This design comes from an exercise in tuning for small area, a short achievable clock period and few clock cycles on the open sky130 flow, not from production work. Function was checked by simulation only, so behaviour that the tests miss may differ from the original.

==> inputs of v34 <==
==> flow/design.v <==
module hilo_muldiv (
  input  logic        clk,
  input  logic        rst_n,
  input  logic [3:0]  mul_func,
  input  logic [31:0] in_a,
  input  logic [31:0] in_b,
  output logic [31:0] hi,
  output logic [31:0] lo,
  output logic        busy
);
  localparam logic [2:0] S_IDLE = 3'd0;
  localparam logic [2:0] S_MUL  = 3'd1;
  localparam logic [2:0] S_DABS = 3'd2;    
  localparam logic [2:0] S_DALN = 3'd3;    
  localparam logic [2:0] S_DIV  = 3'd4;    
  localparam logic [2:0] S_DEND = 3'd5;    
  localparam logic [2:0] S_DFIX = 3'd6;    
  localparam logic [2:0] S_MXA  = 3'd7;    
  logic [2:0]  state;
  logic [4:0]  cnt;
  logic [32:0] opa;       
  logic [32:0] opb;       
  logic [3:0]  e_one;     
  logic [3:0]  e_two;     
  logic [3:0]  e_ng;      
  logic        msub;      
  logic        mub;       
  logic        mlast;     
  logic        mshort;    
  logic [1:0]  pend;      
  logic        dsgn;
  logic        neg_q;
  logic        neg_r;
  logic        wen_h;     
  logic        wen_l;     
  logic        rsgn;      
  logic dec_mul, dec_div, dec_sgn, dec_acc, dec_sub;
  always_comb begin
    dec_mul = 1'b0; dec_div = 1'b0; dec_sgn = 1'b0; dec_acc = 1'b0; dec_sub = 1'b0;
    case (mul_func)
      4'd1:  begin dec_mul = 1'b1; dec_sgn = 1'b1; end
      4'd2:  begin dec_mul = 1'b1; end
      4'd3:  begin dec_div = 1'b1; dec_sgn = 1'b1; end
      4'd4:  begin dec_div = 1'b1; end
      4'd7:  begin dec_mul = 1'b1; dec_sgn = 1'b1; dec_acc = 1'b1; end
      4'd8:  begin dec_mul = 1'b1; dec_acc = 1'b1; end
      4'd9:  begin dec_mul = 1'b1; dec_sgn = 1'b1; dec_acc = 1'b1; dec_sub = 1'b1; end
      4'd10: begin dec_mul = 1'b1; dec_acc = 1'b1; dec_sub = 1'b1; end
      default: ;
    endcase
  end
  function automatic logic [2:0] booth(input logic [2:0] b, input logic sub);
    booth = {b[2] ^ sub,
             (b[2] & ~b[1] & ~b[0]) | (~b[2] & b[1] & b[0]),
             b[1] ^ b[0]};
  endfunction
  localparam logic [49:0] KROW = 50'd0 - (50'd1 << 33) - (50'd1 << 35) - (50'd1 << 37)
                                 - (50'd1 << 39) - (50'd1 << 41);
  localparam logic [16:0] KHI0 = 17'(KROW >> 33) + 17'd1;    
  localparam logic [16:0] KHI1 = 17'(KROW >> 33);            
  logic [49:0] r0, r1, r2, r3, r4, r5;
  logic [47:0] win;
  logic [49:0] msum;
  always_comb begin
    logic [33:0] pp [0:3];
    win[47:32] = wen_l ? lo[15:0] : {16{rsgn}};
    win[31:0]  = wen_h ? hi : 32'd0;
    for (int i = 0; i < 4; i++) begin
      pp[i] = ((e_one[i] ? {opa[32], opa} : 34'd0) | (e_two[i] ? {opa, 1'b0} : 34'd0))
              ^ {34{e_ng[i]}};
    end
    r0 = {{2{rsgn}}, win};
    r1 = {(pp[0][33] ? KHI1 : KHI0), pp[0][32:0]};
    r2 = 50'({~pp[1][33], pp[1][32:0], 1'b0, e_ng[0]});
    r2[41:40] = {~pend[1], pend[0]};
    r3 = 50'({~pp[2][33], pp[2][32:0], 1'b0, e_ng[1], 2'd0});
    r4 = 50'({~pp[3][33], pp[3][32:0], 1'b0, e_ng[2], 4'd0});
    r5 = 50'({e_ng[3], 6'd0});
  end
  logic [49:0] s1, c1, s2, c2, s3, c3, s4, c4;
  always_comb begin
    s1 = r0 ^ r1 ^ r2;
    c1 = ((r0 & r1) | (r0 & r2) | (r1 & r2)) << 1;
    s2 = r3 ^ r4 ^ r5;
    c2 = ((r3 & r4) | (r3 & r5) | (r4 & r5)) << 1;
    s3 = s1 ^ c1 ^ s2;
    c3 = ((s1 & c1) | (s1 & s2) | (c1 & s2)) << 1;
    s4 = s3 ^ c3 ^ c2;
    c4 = ((s3 & c3) | (s3 & c2) | (c3 & c2)) << 1;
    msum = s4 + c4;
  end
  function automatic logic [5:0] clz32(input logic [31:0] x);
    logic [15:0] y16;
    logic [7:0]  y8;
    logic [3:0]  y4;
    logic [1:0]  y2;
    logic v16, v8, v4, v2, v1;
    v16 = |x[31:16];  y16 = v16 ? x[31:16] : x[15:0];
    v8  = |y16[15:8]; y8  = v8 ? y16[15:8] : y16[7:0];
    v4  = |y8[7:4];   y4  = v4 ? y8[7:4] : y8[3:0];
    v2  = |y4[3:2];   y2  = v2 ? y4[3:2] : y4[1:0];
    v1  = y2[1];
    clz32 = (x == 32'd0) ? 6'd32 : {1'b0, ~v16, ~v8, ~v4, ~v2, ~v1};
  endfunction
  logic        sa, sb;
  logic        ngl;
  logic [31:0] negl;            
  logic [6:0]  dsh;             
  logic [31:0] dali;            
  logic        bzero;           
  always_comb begin
    sa    = dsgn & lo[31];
    sb    = dsgn & opa[31];
    ngl   = (state == S_DABS) ? sa : neg_q;
    negl  = (lo ^ {32{ngl}}) + {31'd0, ngl};
    dsh   = 7'(clz32(opa[31:0])) - 7'(clz32(hi));
    dali  = opa[31:0] << dsh[4:0];
    bzero = (opa[31:0] == 32'd0);
  end
  logic [2:0] state_n;
  logic       div_last;
  logic       qbit;
  always_comb begin
    div_last = (cnt == 5'd0);
    qbit     = ~msum[49];    
    state_n  = state;
    case (state)
      S_IDLE: begin
        if (dec_mul) state_n = S_MUL;
        if (dec_div) state_n = (dec_sgn & (in_a[31] | in_b[31])) ? S_DABS : S_DALN;
      end
      S_MUL:  if (mlast) state_n = mub ? S_MXA : S_IDLE;
      S_MXA:  state_n = S_IDLE;
      S_DABS: state_n = S_DALN;
      S_DALN: state_n = (dsh[6] || bzero) ? S_IDLE : S_DIV;
      S_DIV:  if (div_last) state_n = (!qbit || neg_r) ? S_DEND : (neg_q ? S_DFIX : S_IDLE);
      S_DEND: state_n = neg_r ? S_DFIX : S_IDLE;
      default: state_n = S_IDLE;
    endcase
  end
  always_ff @(posedge clk or negedge rst_n) begin
    if (!rst_n) begin
      state <= S_IDLE;
      hi    <= 32'd0;
      lo    <= 32'd0;
      busy  <= 1'b0;
      wen_h <= 1'b0;
      wen_l <= 1'b0;
    end else begin
      state <= state_n;
      busy  <= (state_n != S_IDLE);
      wen_h <= (state_n == S_MUL) || (state_n == S_DIV) || (state_n == S_DEND) ||
               (state_n == S_MXA);
      wen_l <= (state_n == S_MUL);
      case (state)
        S_IDLE: begin
          if (mul_func == 4'd5 || dec_div) hi <= in_a;
          if (mul_func == 4'd6 || dec_div) lo <= in_a;
          if (dec_mul) begin
            hi <= dec_acc ? lo : 32'd0;
            lo <= dec_acc ? hi : 32'd0;
          end
        end
        S_MUL: begin
          if (mlast & mshort) begin
            hi <= msum[47:16];
            lo <= {msum[15:0], lo[31:16]};
          end else begin
            hi <= {msum[39:32], msum[31:8]};
            lo <= {msum[7:0], lo[31:16], (mlast ? lo[15:8] : msum[47:40])};
          end
        end
        S_MXA: begin
          hi <= msum[31:0];
        end
        S_DABS: begin
          hi <= negl;
        end
        S_DALN: begin
          if (dsh[6] || bzero) hi <= lo;
          lo <= {32{bzero}};
        end
        S_DIV: begin
          hi <= msum[31:0];
          lo <= {lo[30:0], qbit};
        end
        S_DEND: begin
          hi <= msum[31:0];
          if (!neg_r) lo <= negl;    
        end
        S_DFIX: begin
          if (neg_r) hi <= msum[31:0];
          lo <= negl;
        end
        default: ;
      endcase
    end
  end
  always_ff @(posedge clk) begin
    rsgn <= 1'b0;
    case (state)
      S_IDLE: begin
        pend  <= 2'd0;
        mub   <= ~dec_sgn & in_b[31];
        dsgn  <= dec_sgn;
        mshort <= dec_sgn ? ((&in_b[31:23]) | ~(|in_b[31:23])) : ~(|in_b[31:23]);
        cnt    <= (dec_sgn ? ((&in_b[31:23]) | ~(|in_b[31:23])) : ~(|in_b[31:23])) ? 5'd2 : 5'd3;
        mlast  <= 1'b0;
        if (dec_mul) begin
          opa  <= {dec_sgn & in_a[31], in_a};
          opb  <= {in_b, 1'b0};
          msub <= dec_sub;
          for (int i = 0; i < 4; i++)
            {e_ng[i], e_two[i], e_one[i]} <= booth((i == 0) ? {in_b[1:0], 1'b0} : in_b[2*i+1 -: 3], dec_sub);
        end else begin
          opa   <= {dec_sgn & in_b[31], in_b};
          opb   <= 33'd0;
          msub  <= 1'b1;
          e_one <= 4'b0001;
          e_two <= 4'b0000;
          e_ng  <= {3'b000, ~(dec_sgn & in_a[31]) | in_b[31]};
          neg_q <= 1'b0;
          neg_r <= 1'b0;
        end
      end
      S_MUL: begin
        opb   <= {8'd0, opb[32:8]};
        pend  <= msum[49:48];
        cnt   <= cnt - 5'd1;
        mlast <= (cnt[1:0] == 2'd1);
        for (int i = 0; i < 4; i++)
          {e_ng[i], e_two[i], e_one[i]} <= booth(opb[2*i+10 -: 3], msub);
        if (mlast) begin
          e_one <= 4'b0001;
          e_two <= 4'b0000;
          e_ng  <= {3'b000, msub};
        end
      end
      S_DABS: begin
        opa   <= msum[32:0];
        e_ng  <= 4'b0001;
        neg_q <= sa ^ sb;
        neg_r <= sa;
      end
      S_DALN: begin
        opa <= {1'b0, dali};
        cnt <= dsh[4:0];
      end
      S_DIV: begin
        if (!div_last) opa <= {1'b0, opa[32:1]};
        rsgn     <= msum[49];
        e_ng[0]  <= qbit & ~div_last;
        e_one[0] <= qbit ? ~div_last : 1'b1;
        cnt      <= cnt - 5'd1;
      end
      S_DEND: begin
        opa      <= msum[32:0];
        e_one[0] <= 1'b1;
        e_ng[0]  <= 1'b1;
      end
      default: ;
    endcase
  end
endmodule
==> flow/flow/run.sh <==
#!/bin/bash
sed -i '/SETUP_SLACK_MARGIN/d' config.mk
echo "export SETUP_SLACK_MARGIN = 7.0" >> config.mk
bash standard.sh > standard.log 2>&1
==> flow/standard.sh <==
#!/bin/bash
# synth_recipe.tcl (not shown) runs the flow's synth.tcl, then flattens the netlist and writes it again
# the make line also repeats each setting of config.mk as NAME=value (left out here)
make -C /OpenROAD-flow-scripts/flow DESIGN_CONFIG=/design/flow/config.mk WORK_HOME=/design/flow/orfs CLKGATE_MAP_FILE= SYNTH_SCRIPT=/design/flow/synth_recipe.tcl "${@:-finish}"
==> flow/config.mk <==
export PLATFORM = sky130hd
export DESIGN_NAME = hilo_muldiv
export DESIGN_NICKNAME = hilo_muldiv
export VERILOG_FILES = /design/flow/design.v
export SDC_FILE = /design/flow/constraint.sdc
export NUM_CORES = 4
export LEC_CHECK = 0
export CAP_MARGIN = 20
export CORE_MARGIN = 2
export CORE_UTILIZATION = 40
export SLEW_MARGIN = 20
export SETUP_SLACK_MARGIN = 7.0
==> flow/constraint.sdc <==
create_clock -name core_clock -period 12.0 [get_ports {clk}]
set_input_delay 2.4000 -clock core_clock [delete_from_list [all_inputs] [get_ports {clk}]]
set_output_delay 2.4000 -clock core_clock [all_outputs]
set_load 0.01 [all_outputs]
==> v18: changes against v34 <==
--- a/flow/design.v
+++ b/flow/design.v
@@ -203,17 +203,16 @@
         pend  <= 2'd0;
-        mub   <= ~dec_sgn & in_b[31];
         dsgn  <= dec_sgn;
-        mshort <= dec_sgn ? ((&in_b[31:23]) | ~(|in_b[31:23])) : ~(|in_b[31:23]);
-        cnt    <= (dec_sgn ? ((&in_b[31:23]) | ~(|in_b[31:23])) : ~(|in_b[31:23])) ? 5'd2 : 5'd3;
+        opa   <= {dec_sgn & in_b[31], in_b};
+        opb   <= {in_a, 1'b0};
+        msub  <= dec_sub;
+        mub   <= ~dec_sgn & in_a[31];
+        mshort <= dec_sgn ? ((&in_a[31:23]) | ~(|in_a[31:23])) : ~(|in_a[31:23]);
+        cnt    <= (dec_sgn ? ((&in_a[31:23]) | ~(|in_a[31:23])) : ~(|in_a[31:23])) ? 5'd2 : 5'd3;
         mlast  <= 1'b0;
+        neg_q  <= 1'b0;
+        neg_r  <= 1'b0;
         if (dec_mul) begin
-          opa  <= {dec_sgn & in_a[31], in_a};
-          opb  <= {in_b, 1'b0};
-          msub <= dec_sub;
           for (int i = 0; i < 4; i++)
-            {e_ng[i], e_two[i], e_one[i]} <= booth((i == 0) ? {in_b[1:0], 1'b0} : in_b[2*i+1 -: 3], dec_sub);
+            {e_ng[i], e_two[i], e_one[i]} <= booth((i == 0) ? {in_a[1:0], 1'b0} : in_a[2*i+1 -: 3], dec_sub);
         end else begin
-          opa   <= {dec_sgn & in_b[31], in_b};
-          opb   <= 33'd0;
-          msub  <= 1'b1;
           e_one <= 4'b0001;
@@ -221,4 +220,2 @@
           e_ng  <= {3'b000, ~(dec_sgn & in_a[31]) | in_b[31]};
-          neg_q <= 1'b0;
-          neg_r <= 1'b0;
         end
==> flow/flow/run.sh (replaced) <==
#!/bin/bash
# The standard layout (standard.sh, unchanged synthesis and steps), with two
# changes to how the layout is made; the clock constraint itself is unchanged:
#  - every port still gets its own buffer, but a plain sky130_fd_sc_hd__buf_2
#    instead of the delay buffer the placer would pick (smaller and faster).
sed -i '/SETUP_SLACK_MARGIN/d;/BUFFER_PORTS_ARGS/d' config.mk
echo "export SETUP_SLACK_MARGIN = 6.5" >> config.mk
echo "export BUFFER_PORTS_ARGS = -buffer_cell sky130_fd_sc_hd__buf_2" >> config.mk
bash standard.sh > standard.log 2>&1
Settings changed: BUFFER_PORTS_ARGS set to -buffer_cell sky130_fd_sc_hd__buf_2, CAP_MARGIN 20 to 10, PLACE_DENSITY set to 0.7, SETUP_SLACK_MARGIN 7.0 to 6.5, SLEW_MARGIN 20 to 10.
==> v1: changes against v34 <==
--- a/flow/design.v
+++ b/flow/design.v
@@ -203,17 +203,16 @@
         pend  <= 2'd0;
-        mub   <= ~dec_sgn & in_b[31];
         dsgn  <= dec_sgn;
-        mshort <= dec_sgn ? ((&in_b[31:23]) | ~(|in_b[31:23])) : ~(|in_b[31:23]);
-        cnt    <= (dec_sgn ? ((&in_b[31:23]) | ~(|in_b[31:23])) : ~(|in_b[31:23])) ? 5'd2 : 5'd3;
+        opa   <= {dec_sgn & in_b[31], in_b};
+        opb   <= {in_a, 1'b0};
+        msub  <= dec_sub;
+        mub   <= ~dec_sgn & in_a[31];
+        mshort <= dec_sgn ? ((&in_a[31:23]) | ~(|in_a[31:23])) : ~(|in_a[31:23]);
+        cnt    <= (dec_sgn ? ((&in_a[31:23]) | ~(|in_a[31:23])) : ~(|in_a[31:23])) ? 5'd2 : 5'd3;
         mlast  <= 1'b0;
+        neg_q  <= 1'b0;
+        neg_r  <= 1'b0;
         if (dec_mul) begin
-          opa  <= {dec_sgn & in_a[31], in_a};
-          opb  <= {in_b, 1'b0};
-          msub <= dec_sub;
           for (int i = 0; i < 4; i++)
-            {e_ng[i], e_two[i], e_one[i]} <= booth((i == 0) ? {in_b[1:0], 1'b0} : in_b[2*i+1 -: 3], dec_sub);
+            {e_ng[i], e_two[i], e_one[i]} <= booth((i == 0) ? {in_a[1:0], 1'b0} : in_a[2*i+1 -: 3], dec_sub);
         end else begin
-          opa   <= {dec_sgn & in_b[31], in_b};
-          opb   <= 33'd0;
-          msub  <= 1'b1;
           e_one <= 4'b0001;
@@ -221,4 +220,2 @@
           e_ng  <= {3'b000, ~(dec_sgn & in_a[31]) | in_b[31]};
-          neg_q <= 1'b0;
-          neg_r <= 1'b0;
         end
==> flow/flow/run.sh (replaced) <==
#!/bin/bash
# The standard layout (standard.sh, unchanged synthesis and steps), with two
# changes to how the layout is made; the clock constraint itself is unchanged:
#  - every port still gets its own buffer, but a plain sky130_fd_sc_hd__buf_2
#    instead of the delay buffer the placer would pick (smaller and faster).
sed -i '/SETUP_SLACK_MARGIN/d;/BUFFER_PORTS_ARGS/d' config.mk
echo "export SETUP_SLACK_MARGIN = 6.5" >> config.mk
echo "export BUFFER_PORTS_ARGS = -buffer_cell sky130_fd_sc_hd__buf_2" >> config.mk
bash standard.sh > standard.log 2>&1
Settings changed: BUFFER_PORTS_ARGS set to -buffer_cell sky130_fd_sc_hd__buf_2, CORE_UTILIZATION 40 to 50, PLACE_DENSITY set to 0.7, SETUP_SLACK_MARGIN 7.0 to 6.5.
==> results.sh <==
export IMPL_status="complete, no violations"
export IMPL_area_growth_pct=17.40
export IMPL_period_share=0.4676
export IMPL_worstSetupStartpoint="opa[29]"
export IMPL_utilization=0.5927
export IMPL_core_area_sq_um=45190
export IMPL_inverters=242
export IMPL_taps=600
export IMPL_multi_input_area_sq_um=17630
export IMPL_drive_above_1_share=0.1844
export IMPL_clk_share=0.02121
export IMPL_fin_ws_ns=6.389
export IMPL_use_met3=0.1541
export IMPL_num_multi_input_gates=2296
export IMPL_avgSynthCellArea_sq_um=7.673
# the run above: v1

==> results.sh <==
export IMPL_clk_share=0.02147
export IMPL_num_multi_input_gates=2296
export IMPL_use_met3=0.1028
export IMPL_period_share=0.4641
export IMPL_worstSetupStartpoint="opa[5]"
export IMPL_utilization=0.4754
export IMPL_taps=756
export IMPL_multi_input_area_sq_um=17630
export IMPL_status="complete, no violations"
export IMPL_drive_above_1_share=0.1858
export IMPL_fin_ws_ns=6.430
# the run above: v18

==> results.sh <==
export IMPL_utilization=0.5582
export IMPL_cp_data_required_time_ns=12.37
export IMPL_drive_above_1_share=0.2828
export IMPL_cpPeakStageDelay_ns=0.54
export IMPL_top_regs="opa (33), hi (32), lo (32)"
export IMPL_taps=756
export IMPL_clk_share=0.01964
export IMPL_fin_ws_ns=6.432
export IMPL_inverters=241
export IMPL_status="complete, no violations"
export IMPL_placed_cell_area_sq_um=24780
export IMPL_num_multi_input_gates=2311
export IMPL_use_met3=0.1202
export IMPL_worstSetupStartpoint="e_one[1]"
export IMPL_area_growth_pct=37.87
export IMPL_multi_input_area_sq_um=19810
# the run above: v34

Testbench counts of v34, summed over its fixed seeds: cycles 40,195.
Testbench counts of v18, summed over its fixed seeds: cycles 40,210.
Testbench counts of v1, summed over its fixed seeds: cycles 40,210.

==> separate check: timing with driven ports <==
In the flow no input, the clock included, has a driving cell. The finished layouts below were timed again as built, in two steps.
Step 1: set_driving_cell puts a clkbuf_16 on clk and a buf_2 on each other input, an assumption about the parent block.
Step 2 adds t to the input delays and takes it off the output delays; t is the mean of the earliest and latest rising clock arrival at the registers after step 1. Input paths then give back, and output paths get back, about the clock's delay inside the block.
a / b / c = no drivers / after step 1 / after step 2; a / b = the first two.
run | t, ns | slack for setup (ns) | pins driven straight from the clock port
v34 | 0.567 | 6.432 / 6.432 / 6.285 | 1
v18 | 0.572 | 6.430 / 6.430 / 6.387 | 1
v1 | 0.568 | 6.389 / 6.389 / 6.166 | 1
After both steps setup and hold are still met in every run listed. For v1, which loses most, drivers alone change the setup slack by 0.000 ns; drivers and shift together by -0.223 ns.
